Context: an optimization exercise on an open-source flow, tuned for small area, a short achievable clock period and few clock cycles per item. The choices shown serve that exercise and are no tape-out recipe. At most, simulation tests tie the RTL to the original design; equivalence was not proved. No activity file was given, so power comes from the tool's default toggle rates.

==> job 4160 <==
## bmp_stream_to_rgba_decoder
module bmp_stream_to_rgba_decoder (
    input  wire logic           aclk,
    input  wire logic           aresetn,
    input  wire logic           s_tvalid,
    output logic                s_tready,
    input  wire logic [7:0]     s_tdata,
    input  wire logic           s_tlast,
    output logic                m_tvalid,
    input  wire logic           m_tready,
    output logic [87:0]         m_tdata,
    output logic [1:0]          m_tuser,
    output logic                m_tlast
);
clock: 6.0 ns
lec_check: 0
cap_margin: 20
core_margin: 2
core_utilization: 70
cts_cluster_diameter: 100
cts_cluster_size: 30
setup_slack_margin: 3.5
slew_margin: 20
standard.sh (not shown) runs the stock make flow with config.mk's settings and CLKGATE_MAP_FILE= SYNTH_SCRIPT=/design/flow/synth_recipe.tcl, a recipe that flattens the netlist after the stock synthesis.
==> flow/flow/run.sh <==
#!/bin/bash
# Own layout flow: the standard flow (standard.sh) with one change, the buffer cell put on
# every input and output port (buf_2 instead of the one buffer_ports picks by itself).
# Each tool's output is in orfs/logs/; this script's own output goes to run_flow.log.
set -euo pipefail
bash standard.sh "BUFFER_PORTS_ARGS=-buffer_cell sky130_fd_sc_hd__buf_2" finish > run_flow.log 2>&1
==> inputs of job 6901, as changes to job 4160 <==
CTS_CLUSTER_DIAMETER = 80   (was 100)
CTS_CLUSTER_SIZE = 24   (was 30)
==> inputs of job 369, as changes to job 4160 <==
--- a/flow/design.v
+++ b/flow/design.v
@@ -217,77 +217,79 @@
                     6'd32, 6'd33, 6'd34:
                         fmt_ok <= fmt_ok && (hb_d == 8'd0);
                     default: ;
                 endcase
             end
-            if (acc) begin
-                if (ph_hdr) begin
-                    pos <= pos + 6'd1;
-                    if (pos == 6'd53) begin
+          if (acc) begin
+            if (ph_hdr) begin
+                pos <= pos + 6'd1;
+                if (pos == 6'd53) begin
                         ph_hdr <= 1'b0;
                         pos    <= '0;
                         if (hdr_bad) begin
                             ph_ign <= 1'b1;
-                        end else if (off_eq) begin
-                            col    <= w;
-                            eol_f  <= w_is1;
-                            ph_pix <= 1'b1;
                         end else begin
-                            ph_skip <= 1'b1;
+                            if (off_eq) begin
+                                col    <= w;
+                                eol_f  <= w_is1;
+                                ph_pix <= 1'b1;
+                            end else begin
+                                ph_skip <= 1'b1;
+                            end
                         end
-                    end
-                end
-                if (ph_skip) begin
-                    if (off_hi_z && col == 13'd55) begin
-                        col     <= w;
-                        eol_f   <= w_is1;
-                        ph_skip <= 1'b0;
-                        ph_pix  <= 1'b1;
-                    end else begin
-                        col    <= col_dec;
-                    end
-                end
-                if (ph_pix) begin
-                    if (pix_end) begin
-                        pos[1:0] <= '0;
-                        col      <= row_eol ? w : col_dec;
-                        eol_f    <= row_eol ? w_is1 : (col == 13'd2);
-                        if (row_eol && has_pad) begin
-                            ph_pix <= 1'b0;
-                            ph_pad <= 1'b1;
-                        end
-                    end else begin
-                        pos[1:0] <= bip + 2'd1;
-                    end
                 end
-                if (ph_pad) begin
-                    if (pad_end) begin
-                        pos[1:0] <= '0;
-                        ph_pad   <= 1'b0;
-                        ph_pix   <= 1'b1;
-                    end else begin
-                        pos[1:0] <= bip + 2'd1;
-                    end
+            end
+            if (ph_skip) begin
+                if (off_hi_z && col == 13'd55) begin
+                    col     <= w;
+                    eol_f   <= w_is1;
+                    ph_skip <= 1'b0;
+                    ph_pix  <= 1'b1;
+                end else begin
+                    col    <= col_dec;
                 end
-                if (row_end) begin
-                    h      <= h - 13'd1;
-                    last_f <= (h == 13'd2);
-                    if (row_last) begin
+            end
+            if (ph_pix) begin
+                if (pix_end) begin
+                    pos[1:0] <= '0;
+                    col      <= row_eol ? w : col_dec;
+                    eol_f    <= row_eol ? w_is1 : (col == 13'd2);
+                    if (row_eol && has_pad) begin
                         ph_pix <= 1'b0;
-                        ph_pad <= 1'b0;
-                        ph_ign <= 1'b1;
+                        ph_pad <= 1'b1;
                     end
+                end else begin
+                    pos[1:0] <= bip + 2'd1;
                 end
-                if (s_tlast) begin
-                    ph_hdr  <= 1'b1;
-                    ph_skip <= 1'b0;
-                    ph_pix  <= 1'b0;
-                    ph_pad  <= 1'b0;
-                    ph_ign  <= 1'b0;
-                    pos     <= '0;
+            end
+            if (ph_pad) begin
+                if (pad_end) begin
+                    pos[1:0] <= '0;
+                    ph_pad   <= 1'b0;
+                    ph_pix   <= 1'b1;
+                end else begin
+                    pos[1:0] <= bip + 2'd1;
                 end
             end
+            if (row_end) begin
+                h      <= h - 13'd1;
+                last_f <= (h == 13'd2);
+                if (row_last) begin
+                    ph_pix <= 1'b0;
+                    ph_pad <= 1'b0;
+                    ph_ign <= 1'b1;
+                end
+            end
+            if (s_tlast) begin
+                ph_hdr  <= 1'b1;
+                ph_skip <= 1'b0;
+                ph_pix  <= 1'b0;
+                ph_pad  <= 1'b0;
+                ph_ign  <= 1'b0;
+                pos     <= '0;
+            end
+          end
         end
     end
     logic [1:0] p_tag;
     always_comb begin
         if (trunc || hdr_end)            p_tag = T_INFO;
@@ -374,16 +376,16 @@
             o_valid <= 1'b0;
         end
         if (pop) begin
             o_eol   <= hd_tag[0];
             o_first <= !hd_pix && !hd_data[15];
-            o_last  <= 1'b0;
-            o_err   <= '0;
-            o_r     <= '0;
-            o_g     <= '0;
-            o_b     <= '0;
-            o_a     <= '0;
+            o_last <= 1'b0;
+            o_err  <= '0;
+            o_r    <= '0;
+            o_g    <= '0;
+            o_b    <= '0;
+            o_a    <= '0;
             if (hd_pix) begin
                 o_kind <= bmpd_pkg::KIND_PIXEL;
                 o_last <= hd_tag[1];
                 o_r    <= hd_data[23:16];
                 o_g    <= hd_data[15:8];
SETUP_SLACK_MARGIN = 3.4   (was 3.5)
==> inputs of job 6005, as changes to job 4160 <==
--- a/flow/design.v
+++ b/flow/design.v
@@ -106,14 +106,16 @@
     assign trunc    = s_tlast && !ends_ok;
     assign push     = acc && (hdr_end || pix_end || trunc);
     logic w_is1;
     assign w_is1 = (w == 13'd1);
     logic       hb_v;
+    logic [5:0] hb_pos;
     logic [7:0] hb_d;
     always_ff @(posedge aclk) begin
-        hb_v <= aresetn && acc && ph_hdr;
-        hb_d <= s_tdata;
+        hb_v   <= aresetn && acc && ph_hdr;
+        hb_pos <= pos;
+        hb_d   <= s_tdata;
     end
     logic [12:0] col_dec;
     assign col_dec = col - 13'd1;
     always_ff @(posedge aclk) begin
         if (!aresetn) begin
@@ -125,169 +127,171 @@
             pos     <= '0;
         end else begin
             if (br_lo) off_hi[9:0]   <= off_hi[9:0] - 10'd1;
             if (br_hi) off_hi[18:10] <= off_hi[18:10] - 9'd1;
             if (hb_v) begin
-                case (pos)
-                    6'd1:  sig_ok <= (hb_d == 8'h42);
-                    6'd2:  sig_ok <= sig_ok && (hb_d == 8'h4D);
-                    6'd11: begin
+                case (hb_pos)
+                    6'd0:  sig_ok <= (hb_d == 8'h42);
+                    6'd1:  sig_ok <= sig_ok && (hb_d == 8'h4D);
+                    6'd10: begin
                         col[7:0] <= hb_d;
                         off_lt   <= (hb_d[7:6] != '0);
                     end
-                    6'd12: begin
+                    6'd11: begin
                         col[12:8]   <= hb_d[4:0];
                         off_hi[2:0] <= hb_d[7:5];
                         off_lt      <= off_lt || (hb_d != 8'd0);
                     end
-                    6'd13: begin
+                    6'd12: begin
                         off_hi[10:3] <= hb_d;
                         off_lt       <= off_lt || (hb_d != 8'd0);
                     end
-                    6'd14: begin
+                    6'd13: begin
                         off_hi[18:11] <= hb_d;
                         off_lt        <= off_lt || (hb_d != 8'd0);
                     end
-                    6'd15: begin
+                    6'd14: begin
                         info_ok <= (hb_d >= 8'd40);
                         off_lt  <= !off_lt && (col[5:0] < 6'd54);
                         off_eq  <= !off_lt && (col[5:0] == 6'd54);
                     end
-                    6'd16, 6'd17, 6'd18: info_ok <= info_ok || (hb_d != 8'd0);
-                    6'd19: begin
+                    6'd15, 6'd16, 6'd17: info_ok <= info_ok || (hb_d != 8'd0);
+                    6'd18: begin
                         w[7:0] <= hb_d;
                         w_sz   <= (hb_d != 8'd0);
                     end
-                    6'd20: begin
+                    6'd19: begin
                         w[12:8] <= hb_d[4:0];
                         w_sz    <= w_sz || (hb_d != 8'd0);
                         w_big   <= (hb_d[7:5] != '0)
                                    || (hb_d[4] && (hb_d[3:0] != '0 || w[7:0] != '0));
                     end
-                    6'd21: begin
+                    6'd20: begin
                         w_sz  <= w_sz || (hb_d != 8'd0);
                         w_big <= w_big || (hb_d != 8'd0);
                     end
-                    6'd22: begin
+                    6'd21: begin
                         w_sz  <= hb_d[7] || !(w_sz || hb_d != 8'd0);
                         w_big <= w_big || (hb_d[6:0] != '0);
                     end
-                    6'd23: begin
+                    6'd22: begin
                         h[7:0] <= hb_d;
                         h_sz   <= (hb_d != 8'd0);
                     end
-                    6'd24: begin
+                    6'd23: begin
                         h[12:8] <= hb_d[4:0];
                         hz      <= (hb_d[7:5] == 3'b000);
                         ho      <= (hb_d[7:5] == 3'b111);
                         h_sz    <= h_sz || (hb_d != 8'd0);
                         h_big   <= hb_d[4] && (hb_d[3:0] != '0 || h[7:0] != '0);
                     end
-                    6'd25: begin
+                    6'd24: begin
                         hz   <= hz && (hb_d == 8'h00);
                         ho   <= ho && (hb_d == 8'hFF);
                         h_sz <= h_sz || (hb_d != 8'd0);
                     end
-                    6'd26: begin
+                    6'd25: begin
                         hz    <= hz && (hb_d == 8'h00);
                         ho    <= ho && (hb_d == 8'hFF);
                         h_sz  <= !(h_sz || hb_d != 8'd0);
                         h_big <= (ho && hb_d == 8'hFF) ? !h[12]
                                : (hz && hb_d == 8'h00) ? h_big : 1'b1;
                     end
-                    6'd27: begin
+                    6'd26: begin
                         fmt_ok <= (hb_d == 8'd1);
                         h      <= ho ? 13'd0 - h : h;
                     end
-                    6'd29: begin
+                    6'd28: begin
                         fmt_ok <= fmt_ok && (hb_d == 8'd24 || hb_d == 8'd32);
                         wide   <= (hb_d == 8'd32);
                     end
-                    6'd30: begin
+                    6'd29: begin
                         fmt_ok <= fmt_ok && (hb_d == 8'd0);
                         wide   <= wide && (hb_d == 8'd0);
                     end
-                    6'd28: begin
+                    6'd27: begin
                         fmt_ok <= fmt_ok && (hb_d == 8'd0);
                         last_f <= (h == 13'd1);
                     end
-                    6'd31: begin
+                    6'd30: begin
                         fmt_ok  <= fmt_ok && (hb_d == 8'd0);
                         has_pad <= !wide && (w[1:0] != 2'd0);
                     end
-                    6'd32, 6'd33, 6'd34:
+                    6'd31, 6'd32, 6'd33:
                         fmt_ok <= fmt_ok && (hb_d == 8'd0);
                     default: ;
                 endcase
             end
-            if (acc) begin
-                if (ph_hdr) begin
-                    pos <= pos + 6'd1;
-                    if (pos == 6'd53) begin
+          if (acc) begin
+            if (ph_hdr) begin
+                pos <= pos + 6'd1;
+                if (pos == 6'd53) begin
                         ph_hdr <= 1'b0;
                         pos    <= '0;
                         if (hdr_bad) begin
                             ph_ign <= 1'b1;
-                        end else if (off_eq) begin
-                            col    <= w;
-                            eol_f  <= w_is1;
-                            ph_pix <= 1'b1;
                         end else begin
-                            ph_skip <= 1'b1;
+                            if (off_eq) begin
+                                col    <= w;
+                                eol_f  <= w_is1;
+                                ph_pix <= 1'b1;
+                            end else begin
+                                ph_skip <= 1'b1;
+                            end
                         end
-                    end
                 end
-                if (ph_skip) begin
-                    if (off_hi_z && col == 13'd55) begin
-                        col     <= w;
-                        eol_f   <= w_is1;
-                        ph_skip <= 1'b0;
-                        ph_pix  <= 1'b1;
-                    end else begin
-                        col    <= col_dec;
-                    end
-                end
-                if (ph_pix) begin
-                    if (pix_end) begin
-                        pos[1:0] <= '0;
-                        col      <= row_eol ? w : col_dec;
-                        eol_f    <= row_eol ? w_is1 : (col == 13'd2);
-                        if (row_eol && has_pad) begin
-                            ph_pix <= 1'b0;
-                            ph_pad <= 1'b1;
-                        end
-                    end else begin
-                        pos[1:0] <= bip + 2'd1;
-                    end
-                end
-                if (ph_pad) begin
-                    if (pad_end) begin
-                        pos[1:0] <= '0;
-                        ph_pad   <= 1'b0;
-                        ph_pix   <= 1'b1;
-                    end else begin
-                        pos[1:0] <= bip + 2'd1;
-                    end
+            end
+            if (ph_skip) begin
+                if (off_hi_z && col == 13'd55) begin
+                    col     <= w;
+                    eol_f   <= w_is1;
+                    ph_skip <= 1'b0;
+                    ph_pix  <= 1'b1;
+                end else begin
+                    col    <= col_dec;
                 end
-                if (row_end) begin
-                    h      <= h - 13'd1;
-                    last_f <= (h == 13'd2);
-                    if (row_last) begin
+            end
+            if (ph_pix) begin
+                if (pix_end) begin
+                    pos[1:0] <= '0;
+                    col      <= row_eol ? w : col_dec;
+                    eol_f    <= row_eol ? w_is1 : (col == 13'd2);
+                    if (row_eol && has_pad) begin
                         ph_pix <= 1'b0;
-                        ph_pad <= 1'b0;
-                        ph_ign <= 1'b1;
+                        ph_pad <= 1'b1;
                     end
+                end else begin
+                    pos[1:0] <= bip + 2'd1;
                 end
-                if (s_tlast) begin
-                    ph_hdr  <= 1'b1;
-                    ph_skip <= 1'b0;
-                    ph_pix  <= 1'b0;
-                    ph_pad  <= 1'b0;
-                    ph_ign  <= 1'b0;
-                    pos     <= '0;
+            end
+            if (ph_pad) begin
+                if (pad_end) begin
+                    pos[1:0] <= '0;
+                    ph_pad   <= 1'b0;
+                    ph_pix   <= 1'b1;
+                end else begin
+                    pos[1:0] <= bip + 2'd1;
                 end
             end
+            if (row_end) begin
+                h      <= h - 13'd1;
+                last_f <= (h == 13'd2);
+                if (row_last) begin
+                    ph_pix <= 1'b0;
+                    ph_pad <= 1'b0;
+                    ph_ign <= 1'b1;
+                end
+            end
+            if (s_tlast) begin
+                ph_hdr  <= 1'b1;
+                ph_skip <= 1'b0;
+                ph_pix  <= 1'b0;
+                ph_pad  <= 1'b0;
+                ph_ign  <= 1'b0;
+                pos     <= '0;
+            end
+          end
         end
     end
     logic [1:0] p_tag;
     always_comb begin
         if (trunc || hdr_end)            p_tag = T_INFO;
@@ -374,16 +378,16 @@
             o_valid <= 1'b0;
         end
         if (pop) begin
             o_eol   <= hd_tag[0];
             o_first <= !hd_pix && !hd_data[15];
-            o_last  <= 1'b0;
-            o_err   <= '0;
-            o_r     <= '0;
-            o_g     <= '0;
-            o_b     <= '0;
-            o_a     <= '0;
+            o_last <= 1'b0;
+            o_err  <= '0;
+            o_r    <= '0;
+            o_g    <= '0;
+            o_b    <= '0;
+            o_a    <= '0;
             if (hd_pix) begin
                 o_kind <= bmpd_pkg::KIND_PIXEL;
                 o_last <= hd_tag[1];
                 o_r    <= hd_data[23:16];
                 o_g    <= hd_data[15:8];
PLACE_DENSITY = 0.8   (was default)
==> comparison <==
Clock skew: job 4160 > job 6901 > job 369 > job 6005.
Wire length, highest first: job 6005, job 4160, job 6901, job 369.
Against job 4160, the worst hold slack of job 6005 is worse by 59 ps.
Between job 369 and job 6005, the lower cell count is in job 369 (gap about 4%, measured against job 6005).
==> figures <==
item                                                        job 6005   job 4160    job 369   job 6901
Outcome                             no timing/DRC/antenna violations  no timing/DRC/antenna violations  no timing/DRC/antenna violations  no timing/DRC/antenna violations
Fraction of the mapped netlist area in simple logic gates      17.2%      16.4%      16.4%      16.4%
Post_cts resized                                                  34         33         21         28
Internal power contribution                                0.00329 W  0.00321 W  0.00316 W  0.00324 W
DR vias/cell                                                    6.66       6.53       6.50       6.47
Portion of total power attributed to combinational logic       17.4%      15.3%      15.0%      15.1%
Worst slack, placed                                          2450 ps    2400 ps    2430 ps    2400 ps
Total area of multi-input combinational cells               6090 µm²   5880 µm²   5780 µm²   5860 µm²
Area inside the core boundary                              21000 µm²  20400 µm²  20400 µm²  20400 µm²
Detailed placement HPWL                                     23900 µm   23000 µm   22700 µm   23000 µm
Testbench counts of job 4160, summed over its fixed seeds: cycles 520,358, bytes 477,256.
Testbench counts of job 6901, summed over its fixed seeds: cycles 520,358, bytes 477,256.
Testbench counts of job 6005, summed over its fixed seeds: cycles 520,358, bytes 477,256.
Function not checked in job 369: the RTL went through the layout flow alone.

-- port drivers added, routing unchanged --
In the flow no input, the clock included, has a driving cell. The finished layouts below were timed again as built, in two steps. Step 1 assumes that a clkbuf_16 drives the clock port and a buf_2 every other input. Step 2 moves the port delays by t, midway between the first and last clock arrival at a register: inputs arrive t later, outputs are due t later. That takes back most of the time a late clock gives input paths. a / b / c = ideal ports / drivers / drivers and shift; a / b = the first two.
run	t, ns	setup WS [ns]	clock arrival spread, ns	pins driven straight from the clock port
job 4160	0.540	3.416 / 3.416 / 3.052	0.023 / 0.023	1
job 6901	0.543	3.437 / 3.466 / 2.923	0.016 / 0.016	1
job 369	0.545	3.403 / 3.403 / 3.005	0.018 / 0.018	1
job 6005	0.542	3.439 / 3.439 / 3.016	0.017 / 0.018	1
After both steps setup and hold are still met in every run listed. The setup slack of job 6901, which loses most, moves by +0.029 ns with the drivers and by -0.514 ns with both steps.
